What follows belongs to an exercise in optimizing a design on an open flow for small area, a short achievable clock period and few clock cycles per item; a production flow would make more cautious choices. RTL that was checked went through simulation tests only; none was proved equivalent to the original. No activity file was given, so power comes from the tool's default toggle rates.

==> flow/design.v <==
module psa_cell (
  input  wire       clk,
  input  wire       rst_n,
  input  wire       ld,         
  input  wire [3:0] slv,
  input  wire [3:0] dlv,
  input  wire       slv_nz,
  input  wire       dlv_nz,
  input  wire       age,        
  input  wire       set_w,      
  input  wire       clr_w,      
  input  wire       set_ran,    
  output reg        w,
  output reg        ran,
  output reg        qnz,        
  output reg  [3:0] cur,
  output wire       riser,      
  output wire       dropper,    
  output wire       stayer      
);
  reg  [3:0] base;
  wire listed = w & qnz;
  assign riser   = listed & ~ran & ~(&cur);
  wire [3:0] gtb = cur & ~base;
  wire [3:0] eqb = ~(cur ^ base);
  wire cur_gt = gtb[3] | (eqb[3] & (gtb[2] | (eqb[2] & (gtb[1] | (eqb[1] & gtb[0])))));
  assign dropper = listed & ran & cur_gt;
  assign stayer  = listed & ~riser & ~dropper;
  wire up = age & riser;
  wire dn = age & dropper;
  wire [3:0] tg;
  assign tg[0] = up | dn;
  assign tg[1] = (up & cur[0]) | (dn & ~cur[0]);
  assign tg[2] = (up & cur[0] & cur[1]) | (dn & ~cur[0] & ~cur[1]);
  assign tg[3] = (up & cur[0] & cur[1] & cur[2]) | (dn & ~cur[0] & ~cur[1] & ~cur[2]);
  always @(posedge clk) begin
    if (!rst_n) begin
      w   <= 1'b0;
      ran <= 1'b0;
    end else begin
      if (set_w) w <= 1'b1;
      else if (clr_w) w <= 1'b0;
      if (set_ran) ran <= 1'b1;
      else if (age & listed & ran & ~dropper) ran <= 1'b0;
    end
    if (ld) begin
      base <= slv;
      cur  <= dlv;
      qnz  <= slv_nz & dlv_nz;
    end else begin
      cur  <= cur ^ tg;
    end
  end
endmodule
module psa_ctrl (
  input  wire        clk,
  input  wire        rst_n,
  input  wire        in_valid,
  output wire        in_stall,
  input  wire [15:0] in_data,
  output reg         out_valid,
  input  wire        out_stall,
  output wire [9:0]  out_data,
  output reg  [15:0] req,
  output wire        go,            
  output wire        done,          
  input  wire        hold,          
  input  wire [5:0]  run_fields,    
  input  wire [3:0]  result         
);
  reg       req_v;
  reg [3:0] res_r;
  assign go       = req_v & (~out_valid | ~out_stall);
  assign done     = go & ~hold;
  assign in_stall = req_v & ~done;
  assign out_data = {run_fields, res_r};
  always @(posedge clk) begin
    if (!rst_n) begin
      req_v     <= 1'b0;
      out_valid <= 1'b0;
    end else begin
      if (in_valid & ~in_stall) req_v <= 1'b1;
      else if (done) req_v <= 1'b0;
      if (done) out_valid <= 1'b1;
      else if (~out_stall) out_valid <= 1'b0;
    end
    if (in_valid & ~in_stall) req <= in_data;
    if (done) res_r <= result;
  end
endmodule
module priority_scheduler_with_aging_top (
  input  wire        clk,
  input  wire        rst_n,
  input  wire        in_valid,
  output wire        in_stall,
  input  wire [15:0] in_data,
  output wire        out_valid,
  input  wire        out_stall,
  output wire [9:0]  out_data
);
  localparam [1:0] OP_ADD = 2'd0, OP_REMOVE = 2'd1, OP_FINISH = 2'd2, OP_TICK = 2'd3;
  wire [15:0] req;
  wire        go, done;
  reg         pend;          
  reg  [15:0] b1_r;
  wire [3:0]  result;
  reg  [15:0] run;           
  reg  [3:0]  run_lv;        
  reg  [1:0]  tick;
  reg  [4:0]  run_id;
  integer k;
  always @(*) begin
    run_id = 5'd0;
    for (k = 0; k < 16; k = k + 1)
      run_id = run_id | ({5{run[k]}} & (k + 1));
  end
  psa_ctrl u_ctrl (
    .clk(clk), .rst_n(rst_n), .in_valid(in_valid), .in_stall(in_stall),
    .in_data(in_data), .out_valid(out_valid), .out_stall(out_stall),
    .out_data(out_data), .req(req), .go(go), .done(done), .hold(hold),
    .run_fields({|run, run_id}), .result(result)
  );
  wire [1:0] op  = req[15:14];
  wire [4:0] id  = req[13:9];
  wire [3:0] slv = req[8:5];
  wire [3:0] dlv = req[4:1];
  wire       rdy = req[0];
  wire [15:0] w, ran, qnz, riser, dropper, stayer;
  wire [3:0]  cur [0:15];
  wire        id_ok   = id[4] ? (id[3:0] == 4'd0) : (id[3:0] != 4'd0);
  wire [3:0]  idx     = id[3:0] - 4'd1;
  wire        is_add  = (op == OP_ADD);
  wire        is_rm   = (op == OP_REMOVE);
  wire        is_fin  = (op == OP_FINISH);
  wire        is_tck  = (op == OP_TICK);
  wire        aging   = is_tck & (tick == 2'd2);
  wire        aging_x = done & aging;
  wire        run_none = ~(|run);
  reg  [15:0] sel;
  always @(*)
    for (k = 0; k < 16; k = k + 1)
      sel[k] = id_ok & (idx == k);
  always @(*) begin
    run_lv = 4'd0;
    for (k = 0; k < 16; k = k + 1)
      run_lv = run_lv | ({4{run[k]}} & cur[k]);
  end
  reg  [3:0]  id_cur;
  always @(*) begin
    id_cur = 4'd0;
    for (k = 0; k < 16; k = k + 1)
      id_cur = id_cur | ({4{sel[k]}} & cur[k]);
  end
  wire        id_w   = |(w & sel);
  wire add_ok   = is_add & id_ok & rdy & ~(|(run & sel));
  wire add_pre  = add_ok & ~run_none & (slv != 4'd0) & (dlv > run_lv);
  wire add_run  = add_ok & (run_none | add_pre);
  wire add_wait = add_ok & ~add_run;
  wire rm_ok    = is_rm & id_ok & id_w & (id_cur == dlv);
  reg  [15:0] q3, q2, q1, q0;
  reg  [3:0]  qmax;
  reg  [15:0] top, eh, h3, h2, h1, h0, l3, l2, l1, l0;
  always @(*) begin
    for (k = 0; k < 16; k = k + 1) begin
      q3[k] = qnz[k] & cur[k][3];
      q2[k] = qnz[k] & cur[k][2];
      q1[k] = qnz[k] & cur[k][1];
      q0[k] = qnz[k] & cur[k][0];
    end
    h3 = w & q3 & q2;
    h2 = w & q3 & ~q2;
    h1 = w & ~q3 & q2;
    h0 = w & ~q3 & ~q2;
    qmax[3:2] = (|h3) ? 2'd3 : (|h2) ? 2'd2 : (|h1) ? 2'd1 : 2'd0;
    eh = (|h3) ? h3 : (|h2) ? h2 : (|h1) ? h1 : h0;
    l3 = eh & q1 & q0;
    l2 = eh & q1 & ~q0;
    l1 = eh & ~q1 & q0;
    l0 = eh & ~q1 & ~q0;
    qmax[1:0] = (|l3) ? 2'd3 : (|l2) ? 2'd2 : (|l1) ? 2'd1 : 2'd0;
    top = (|l3) ? l3 : (|l2) ? l2 : (|l1) ? l1 : l0;
  end
  wire [15:0] lv_eq = top & {16{qmax == run_lv}};
  wire [15:0] cand_age = riser & lv_eq;
  wire [15:0] cand = top & (is_fin ? 16'hffff : (riser & {16{qmax == run_lv}}));
  reg  [15:0] older [0:15];      
  reg  [15:0] xo;                
  wire [119:0] m;
  integer i, j;
  always @(*) begin
    for (i = 0; i < 16; i = i + 1)
      for (j = 0; j < 16; j = j + 1)
        if (i == j) older[i][j] = 1'b0;
        else if (i < j) older[i][j] = m[j*(j-1)/2 + i];
        else older[i][j] = ~m[i*(i-1)/2 + j];
    for (j = 0; j < 16; j = j + 1) begin
      xo[j] = 1'b0;
      for (i = 0; i < 16; i = i + 1)
        xo[j] = xo[j] | (cand[i] & older[i][j]);
    end
  end
  wire [15:0] pick = cand & ~xo;
  wire age_pre = aging & (|cand_age);
  wire pre_any = add_pre | age_pre;
  wire need2 = aging & (|stayer) & ((|dropper) | (|cand_age));
  wire hold  = pend & ~(is_rm | (is_tck & ~aging));
  wire [15:0] picked  = pick & {16{done & (is_fin | aging)}};
  wire [15:0] set_ran = (sel & {16{done & add_run}}) | picked;
  wire [15:0] clr_w   = set_ran | (sel & {16{done & rm_ok}});
  wire [15:0] set_w   = (sel & {16{done & add_wait}}) | (run & {16{done & pre_any}});
  wire [15:0] ld      = sel & {16{done & add_ok}};
  genvar g;
  generate
    for (g = 0; g < 16; g = g + 1) begin : g_cell
      psa_cell u_cell (
        .clk(clk), .rst_n(rst_n), .ld(ld[g]), .slv(slv), .dlv(dlv),
        .slv_nz(slv != 4'd0), .dlv_nz(dlv != 4'd0), .age(aging_x),
        .set_w(set_w[g]), .clr_w(clr_w[g]), .set_ran(set_ran[g]),
        .w(w[g]), .ran(ran[g]), .qnz(qnz[g]), .cur(cur[g]),
        .riser(riser[g]), .dropper(dropper[g]), .stayer(stayer[g])
      );
    end
  endgenerate
  wire [15:0] b_add = (sel & {16{add_ok}}) | run;
  wire [15:0] b_age = (|stayer) ? stayer : (dropper | run);
  wire [15:0] b = pend ? ({16{go}} & b1_r) :
                  ({16{done}} & (is_add ? b_add : aging ? b_age : 16'd0));
  always @(posedge clk) begin
    if (!rst_n) pend <= 1'b0;
    else if (go) pend <= done & need2;
    if (done & need2) b1_r <= dropper | (stayer & lv_eq & xo) | run;
  end
  genvar gi, gj;
  generate
    for (gj = 1; gj < 16; gj = gj + 1) begin : g_row
      for (gi = 0; gi < gj; gi = gi + 1) begin : g_bit
        reg mb;
        always @(posedge clk) mb <= (mb & ~b[gi]) | (mb & b[gj]) | (~b[gi] & b[gj]);
        assign m[gj*(gj-1)/2 + gi] = mb;
      end
    end
  endgenerate
  wire [1:0] status = (is_add & ~add_ok) ? 2'd1 : (is_rm & ~rm_ok) ? 2'd2 : 2'd0;
  assign result = {status, pre_any, aging};
  always @(posedge clk) begin
    if (!rst_n) begin
      run  <= 16'd0;
      tick <= 2'd0;
    end else if (done) begin
      if (add_run) run <= sel;
      else if (is_fin | age_pre) run <= pick;
      if (is_tck) tick <= aging ? 2'd0 : tick + 2'd1;
    end
  end
endmodule
Settings: LEC_CHECK=0, ABC_AREA=1, CAP_MARGIN=20, CORE_MARGIN=2, CORE_UTILIZATION=30, SETUP_SLACK_MARGIN=3, SLEW_MARGIN=20; clock period 8.0 ns.
run.sh (not shown) runs the stock make flow with config.mk's settings and CLKGATE_MAP_FILE= SYNTH_SCRIPT=/design/flow/synth_recipe.tcl, a recipe that flattens the netlist after the stock synthesis.
The baseline ran to the end with no violations.
Testbench counts at the start, summed over its fixed seeds: cycles 3,241, items 3,200.
Next try:
--- a/flow/design.v
+++ b/flow/design.v
@@ -19,14 +19,11 @@
   output wire       stayer      
 );
   reg  [3:0] base;
   wire listed = w & qnz;
   assign riser   = listed & ~ran & ~(&cur);
-  wire [3:0] gtb = cur & ~base;
-  wire [3:0] eqb = ~(cur ^ base);
-  wire cur_gt = gtb[3] | (eqb[3] & (gtb[2] | (eqb[2] & (gtb[1] | (eqb[1] & gtb[0])))));
-  assign dropper = listed & ran & cur_gt;
+  assign dropper = listed & ran & (cur > base);
   assign stayer  = listed & ~riser & ~dropper;
   wire up = age & riser;
   wire dn = age & dropper;
   wire [3:0] tg;
   assign tg[0] = up | dn;
@@ -143,45 +140,36 @@
   always @(*) begin
     run_lv = 4'd0;
     for (k = 0; k < 16; k = k + 1)
       run_lv = run_lv | ({4{run[k]}} & cur[k]);
   end
-  reg  [3:0]  id_cur;
-  always @(*) begin
-    id_cur = 4'd0;
-    for (k = 0; k < 16; k = k + 1)
-      id_cur = id_cur | ({4{sel[k]}} & cur[k]);
-  end
+  wire [3:0]  id_cur = cur[idx];
   wire        id_w   = |(w & sel);
   wire add_ok   = is_add & id_ok & rdy & ~(|(run & sel));
   wire add_pre  = add_ok & ~run_none & (slv != 4'd0) & (dlv > run_lv);
   wire add_run  = add_ok & (run_none | add_pre);
   wire add_wait = add_ok & ~add_run;
   wire rm_ok    = is_rm & id_ok & id_w & (id_cur == dlv);
+  reg  [15:0] e2, e1, e0;
   reg  [15:0] q3, q2, q1, q0;
   reg  [3:0]  qmax;
-  reg  [15:0] top, eh, h3, h2, h1, h0, l3, l2, l1, l0;
   always @(*) begin
     for (k = 0; k < 16; k = k + 1) begin
       q3[k] = qnz[k] & cur[k][3];
       q2[k] = qnz[k] & cur[k][2];
       q1[k] = qnz[k] & cur[k][1];
       q0[k] = qnz[k] & cur[k][0];
     end
-    h3 = w & q3 & q2;
-    h2 = w & q3 & ~q2;
-    h1 = w & ~q3 & q2;
-    h0 = w & ~q3 & ~q2;
-    qmax[3:2] = (|h3) ? 2'd3 : (|h2) ? 2'd2 : (|h1) ? 2'd1 : 2'd0;
-    eh = (|h3) ? h3 : (|h2) ? h2 : (|h1) ? h1 : h0;
-    l3 = eh & q1 & q0;
-    l2 = eh & q1 & ~q0;
-    l1 = eh & ~q1 & q0;
-    l0 = eh & ~q1 & ~q0;
-    qmax[1:0] = (|l3) ? 2'd3 : (|l2) ? 2'd2 : (|l1) ? 2'd1 : 2'd0;
-    top = (|l3) ? l3 : (|l2) ? l2 : (|l1) ? l1 : l0;
-  end
+    qmax[3] = |(w & q3);
+    e2 = w  & ~({16{qmax[3]}} & ~q3);
+    qmax[2] = |(e2 & q2);
+    e1 = e2 & ~({16{qmax[2]}} & ~q2);
+    qmax[1] = |(e1 & q1);
+    e0 = e1 & ~({16{qmax[1]}} & ~q1);
+    qmax[0] = |(e0 & q0);
+  end
+  wire [15:0] top   = e0 & ~({16{qmax[0]}} & ~q0);
   wire [15:0] lv_eq = top & {16{qmax == run_lv}};
   wire [15:0] cand_age = riser & lv_eq;
   wire [15:0] cand = top & (is_fin ? 16'hffff : (riser & {16{qmax == run_lv}}));
   reg  [15:0] older [0:15];      
   reg  [15:0] xo;                
@@ -219,18 +207,18 @@
         .w(w[g]), .ran(ran[g]), .qnz(qnz[g]), .cur(cur[g]),
         .riser(riser[g]), .dropper(dropper[g]), .stayer(stayer[g])
       );
     end
   endgenerate
-  wire [15:0] b_add = (sel & {16{add_ok}}) | run;
-  wire [15:0] b_age = (|stayer) ? stayer : (dropper | run);
+  wire [15:0] b_add = (sel & {16{add_wait}}) | (run & {16{add_pre}});
+  wire [15:0] b_age = (|stayer) ? stayer : (dropper | (run & {16{age_pre}}));
   wire [15:0] b = pend ? ({16{go}} & b1_r) :
                   ({16{done}} & (is_add ? b_add : aging ? b_age : 16'd0));
   always @(posedge clk) begin
     if (!rst_n) pend <= 1'b0;
     else if (go) pend <= done & need2;
-    if (done & need2) b1_r <= dropper | (stayer & lv_eq & xo) | run;
+    if (done & need2) b1_r <= dropper | (stayer & lv_eq & xo) | (run & {16{age_pre}});
   end
   genvar gi, gj;
   generate
     for (gj = 1; gj < 16; gj = gj + 1) begin : g_row
       for (gi = 0; gi < gj; gi = gi + 1) begin : g_bit
Total power goes up by a few percent.
Via count goes up by a few percent.
Register-to-register slack is worse by 310 ps.
Final area goes up by roughly a tenth.
Wire length goes down slightly.
Non-clock buffer count goes up by 171.
Worst hold slack is worse by 14 ps.
Utilization goes up by 4.3 points.
Setup slack is worse by 310 ps.
Global-route usage goes down by 0.28 points.
The RTL of the second run of this note was laid out without a check of its function.

==> afterwards: timing with drivers on the ports <==
No port has a modelled driver above. Below, the same layouts with a new extraction and two added sets of constraints. Step 1: set_driving_cell puts a clkbuf_16 on clk and a buf_2 on each other input, an assumption about the parent block. Step 2 moves the port delays by t, midway between the first and last clock arrival at a register: inputs arrive t later, outputs are due t later. That takes back most of the time a late clock gives input paths. Three values: ideal ports, drivers, drivers and shift; two values: the first two.
run | t (ns) | setup slack, ns | worst setup path at the end | clock arrival spread, ns | cell pins on the clock port's net
the first run | 0.655 | 3.078 / 3.077 / 3.028 | input to register | 0.019 / 0.019 | 1
the second run | 0.653 | 2.767 / 2.767 / 2.767 | register to register | 0.036 / 0.036 | 1
After both steps setup and hold are still met in every run listed. The setup slack of the first run, which loses most, moves by -0.001 ns with the drivers and by -0.050 ns with both steps.
